What follows belongs to an exercise in optimizing a design on an open flow for small area, a short achievable clock period and few clock cycles per item; a production flow would make more cautious choices. The RTL was checked by simulation tests, not by an equivalence proof against the original design. Power figures rest on the tool's default switching activity, not on a simulated workload.

Setup of tundra:
Design dmem_responder, start of the top module:
module dmem_responder #(
  parameter int DEPTH = 64
) (
  input  logic                clk,
  input  logic                reset,
  input  logic                memread,
  input  logic                memwrite,
  input  logic [31:0]         dataadr,
  input  logic [31:0]         writedata,
  output logic [31:0]         readdata,
  output logic                ready,
  output logic                err,
  output logic [dmem_pkg::WCOUNT_W-1:0] wr_count,
  output logic [31:0]         last_wr_adr,
  output logic [31:0]         last_wr_data
);
Size: roughly 3,400 cells after synthesis, about 2,100 flip-flops, roughly 74,000 um2 of cells after synthesis.
clock: 5.0 ns
lec_check: 0
cap_margin: 20
core_margin: 2
core_utilization: 55
gpl_routability_driven: 0
setup_slack_margin: 1.2
slew_margin: 20
synth_hierarchical: 1
standard.sh (not shown) runs the stock make flow with config.mk's settings and CLKGATE_MAP_FILE= SYNTH_SCRIPT=/design/flow/synth_recipe.tcl, a recipe that flattens the netlist after the stock synthesis.
==> flow/flow/run.sh <==
#!/bin/bash
# The standard synthesis unchanged, then the standard ORFS layout with:
# - the 64 flip-flops of each data bit pre-placed in one block of a 16 x 2 grid
#   before global placement (flow/preplace.tcl), so that each bit's read tree
#   stays compact; detailed placement then legalizes them (flow/unfix.tcl),
# - port buffers of buf_2 rather than the library's pick (a delay cell),
# - no timing repair before placement (only the buffers ABC inserted are removed),
# - a clock tree of clkbuf_4/clkbuf_8 in clusters of at most 16 sinks, without dummy loads.
# Each tool's output goes to a log here; ORFS's own logs are under orfs/logs.
set -euo pipefail
cd "$(dirname "$0")/.."
F=$(pwd)/flow
bash standard.sh synth > synth.log 2>&1
bash standard.sh \
  REMOVE_ABC_BUFFERS=1 \
  "BUFFER_PORTS_ARGS=-buffer_cell sky130_fd_sc_hd__buf_2" \
  "CTS_ARGS=-sink_clustering_enable -repair_clock_nets -buf_list {sky130_fd_sc_hd__clkbuf_4 sky130_fd_sc_hd__clkbuf_8} -sink_clustering_size 16 -sink_clustering_max_diameter 60 -dont_use_dummy_load" \
  PRE_GLOBAL_PLACE_SKIP_IO_TCL=$F/preplace.tcl \
  PRE_DETAIL_PLACE_TCL=$F/unfix.tcl \
  finish > layout.log 2>&1
==> flow/flow/preplace.tcl <==
# Pre-place the word array: the 64 flip-flops of each data bit go in one block, blocks on an NX x NY grid
# (two rows of blocks, so that every block touches the top or bottom edge).
set blk [ord::get_db_block]
set core [$blk getCoreArea]
set cx0 [$core xMin]; set cy0 [$core yMin]; set cx1 [$core xMax]; set cy1 [$core yMax]
set NX 16; set NY 2; set FC 2
set site 460; set rowh 2720
set bw [expr {($cx1 - $cx0) / $NX}]
set bh [expr {($cy1 - $cy0) / $NY}]
# row orientation by row index
set rows [$blk getRows]
set rowori [dict create]
foreach r $rows { dict set rowori [lindex [$r getOrigin] 1] [$r getOrient] }
set n 0
foreach inst [$blk getInsts] {
  if {![regexp {mem\\?\[(\d+)\\?\]\\?\[(\d+)\\?\]} [$inst getName] -> w b]} continue
  set fw [[$inst getMaster] getWidth]
  set bx [expr {$b % $NX}]; set by [expr {$b / $NX}]
  set c [expr {$w % $FC}]; set r [expr {$w / $FC}]
  set x [expr {$cx0 + $bx * $bw + 2*$site + $c * ($fw + 2*$site)}]
  set x [expr {$cx0 + (($x - $cx0) / $site) * $site}]
  set ry [expr {(($by * $bh) / $rowh) + 1 + 2 * $r}]
  set y [expr {$cy0 + $ry * $rowh}]
  $inst setOrient [dict get $rowori $y]
  $inst setLocation $x $y
  $inst setPlacementStatus FIRM
  incr n
}
puts "preplaced $n flops, block $bw x $bh"
==> flow/flow/unfix.tcl <==
# Let detailed placement legalize the pre-placed flip-flops.
set n 0
foreach inst [[ord::get_db_block] getInsts] {
  if {[$inst getPlacementStatus] == "FIRM"} { $inst setPlacementStatus PLACED; incr n }
}
puts "unfixed $n instances"
tundra finished every stage and its layout cleared the timing, design-rule and antenna checks.
Testbench counts of tundra, summed over its fixed seeds: cycles 16,000, accesses 16,000.
## Diff of input files: amber against tundra
==> flow/flow/run.sh <==
#!/bin/bash
# The standard synthesis unchanged, then the standard ORFS layout with:
# - port buffers of buf_2 rather than the library's pick (a delay cell),
# - no timing repair before placement (only the buffers ABC inserted are removed),
# - a clock tree of clkbuf_4/clkbuf_8 in clusters of at most 16 sinks, without dummy loads.
# Each tool's output goes to a log here; ORFS's own logs are under orfs/logs.
set -euo pipefail
cd "$(dirname "$0")/.."
bash standard.sh synth > synth.log 2>&1
bash standard.sh \
  REMOVE_ABC_BUFFERS=1 \
  "BUFFER_PORTS_ARGS=-buffer_cell sky130_fd_sc_hd__buf_2" \
  "CTS_ARGS=-sink_clustering_enable -repair_clock_nets -buf_list {sky130_fd_sc_hd__clkbuf_4 sky130_fd_sc_hd__clkbuf_8} -sink_clustering_size 16 -sink_clustering_max_diameter 60 -dont_use_dummy_load" \
  finish > layout.log 2>&1
diff --git a/flow/config.mk b/flow/config.mk
--- a/flow/config.mk
+++ b/flow/config.mk
@@ -8,7 +8,6 @@
 export CAP_MARGIN = 20
 export CORE_MARGIN = 2
-export CORE_UTILIZATION = 55
-export GPL_ROUTABILITY_DRIVEN = 0
-export SETUP_SLACK_MARGIN = 1.2
+export CORE_UTILIZATION = 50
+export SETUP_SLACK_MARGIN = 0.5
 export SLEW_MARGIN = 20
 export SYNTH_HIERARCHICAL = 1
removed: flow/flow/preplace.tcl
removed: flow/flow/unfix.tcl
[summary]
met3 routing resource usage after global routing in amber is 1.3 points lower than in tundra. When the final numbers for amber and tundra were put side by side, the time the final worst path needs with I/O delays and setup turned out to be greater in amber. The net switching power of amber was inferior to that of tundra. amber against tundra: footprint of the multi-input gates now larger; setup slack after placement now smaller; share of total power in the clock network now smaller. The lower count of non-CTS buffers in the layout of amber and tundra is in tundra. For amber, the critical path capture point was readdata[14], unlike tundra, where it was readdata[2].
### amber -> sierra
==> flow/run.sh (new file) <==
#!/bin/bash
# synth_recipe.tcl (not shown) runs the flow's synth.tcl, then flattens the netlist and writes it again
# the make line also repeats each setting of config.mk as NAME=value (left out here)
make -C /OpenROAD-flow-scripts/flow DESIGN_CONFIG=/design/flow/config.mk WORK_HOME=/design/flow/orfs CLKGATE_MAP_FILE= SYNTH_SCRIPT=/design/flow/synth_recipe.tcl finish
diff --git a/flow/config.mk b/flow/config.mk
--- a/flow/config.mk
+++ b/flow/config.mk
@@ -9,4 +9,7 @@
 export CORE_MARGIN = 2
 export CORE_UTILIZATION = 50
+export CTS_BUF_LIST = sky130_fd_sc_hd__clkbuf_4 sky130_fd_sc_hd__clkbuf_8
+export CTS_CLUSTER_DIAMETER = 60
+export CTS_CLUSTER_SIZE = 16
 export SETUP_SLACK_MARGIN = 0.5
 export SLEW_MARGIN = 20
removed: flow/flow/run.sh
removed: flow/standard.sh
### Flow results
sierra reached the final stage; the timing, design-rule and antenna checks on its layout passed.
Summary — worst hold slack, sierra relative to amber: lower, by 0.014 ns.
sierra vs amber: cell count up by a little under 10%
Launching element of the worst setup path: dataadr[7] -> sierra, dataadr[4] -> amber
sierra vs. amber: clock network power share higher, total power higher, count of vias placed by the detailed router higher, worst setup slack lower.
Sequential fraction of total cell area in sierra vs amber: down 3.9 points


dmem_responder, a different RTL version from the one above (not shown whole).
Size in the first run: ~2100 flip-flops, roughly 180 I/O pins, about 79000 um^2 of cells after synthesis.
Design dmem_responder, start of the top module:
module dmem_responder #(
  parameter int DEPTH = 64
) (
  input  logic                clk,
  input  logic                reset,
  input  logic                memread,
  input  logic                memwrite,
  input  logic [31:0]         dataadr,
  input  logic [31:0]         writedata,
  output logic [31:0]         readdata,
  output logic                ready,
  output logic                err,
  output logic [dmem_pkg::WCOUNT_W-1:0] wr_count,
  output logic [31:0]         last_wr_adr,
  output logic [31:0]         last_wr_data
);
  localparam int AW = $clog2(DEPTH);
  logic act, req, bad, ld_ok, st_ok;
  logic [AW-1:0] idx, last_idx;
  logic [DEPTH-1:0] dec, wsel, rsel;
  logic [31:0] rdata;
  always_comb begin
    req = memread | memwrite;
    bad = (memread & memwrite) | (|dataadr[1:0]) |
          (dataadr >= 32'(dmem_pkg::WORD_BYTES * DEPTH));
    ld_ok = act & memread & ~memwrite & ~bad;
    st_ok = act & memwrite & ~memread & ~bad;
    idx = dataadr[AW+1:2];
    for (int i = 0; i < DEPTH; i++) dec[i] = 32'(idx) == i;
    wsel = dec & {DEPTH{st_ok}};
    rsel = dec & {DEPTH{ld_ok}};
    ready = act & req;
    err = act & req & bad;
    readdata = rdata;
    last_wr_adr = 32'(last_idx) << 2;
  ...
Settings: LEC_CHECK=0, CAP_MARGIN=20, CORE_MARGIN=2, CORE_UTILIZATION=40, SETUP_SLACK_MARGIN=1.5, SLEW_MARGIN=20; clock period 5.0 ns.
==> flow/flow/run.sh <==
#!/bin/bash
# Standard synthesis unchanged, then the standard ORFS layout with sizing
# allowed to change a cell's footprint.
set -euo pipefail
cd "$(dirname "$0")/.."
bash standard.sh synth > synth.log 2>&1
bash standard.sh MATCH_CELL_FOOTPRINT=0 finish > layout.log 2>&1
Testbench counts at the start, summed over its fixed seeds: cycles 16,000, accesses 16,000.
Rerun with:
==> flow/run.sh (new file) <==
#!/bin/bash
# synth_recipe.tcl (not shown) runs the flow's synth.tcl, then flattens the netlist and writes it again
# the make line also repeats each setting of config.mk as NAME=value (left out here)
make -C /OpenROAD-flow-scripts/flow DESIGN_CONFIG=/design/flow/config.mk WORK_HOME=/design/flow/orfs CLKGATE_MAP_FILE= SYNTH_SCRIPT=/design/flow/synth_recipe.tcl finish
Settings changed: SETUP_SLACK_MARGIN 1.5 to not set.
removed: flow/flow/run.sh
removed: flow/standard.sh
This time the run finished with negative setup slack left.
Maximum frequency went down by about 2.5%.
Wire length went down by about 8%.
Power is about the same.
Final area went down by about 5%.
Clock-buffer cell count went up by 6.
Register-to-register slack improves by 0.15 ns.

## static timing again, ports no longer ideal
In the flow no input, the clock included, has a driving cell. The finished layouts below were timed again as built, in two steps.
Step 1 assumes that a clkbuf_16 drives the clock port and a buf_2 every other input.
Step 2, shift: input delay + t, output delay - t, t = (earliest + latest rising clock arrival at the registers) / 2. This alone moves slack from input paths to output paths.
Slacks: no drivers / after step 1 / after step 2; pairs: no drivers / after step 1.
run | t (ns) | setup slack, ns | hold slack, ns | worst register clock-pin slew, ns
tundra | 0.952 | 0.787 / 0.680 / 0.354 | 0.374 / 0.329 / 0.487 | 0.12 / 0.12
amber | 0.988 | 0.373 / 0.312 / 0.312 | 0.249 / 0.191 / 0.484 | 0.11 / 0.11
sierra | 1.014 | 0.338 / 0.284 / 0.284 | 0.235 / 0.213 / 0.496 | 0.11 / 0.11
the first run of note 2 | 0.941 | 0.117 / 0.060 / 0.060 | 0.280 / 0.218 / 0.487 | 0.07 / 0.07
the second run of note 2 | 0.931 | -0.010 / -0.032 / -0.032 | 0.287 / 0.221 / 0.500 | 0.07 / 0.07
The setup slack of tundra, which loses most, moves by -0.107 ns with the drivers and by -0.433 ns with both steps.
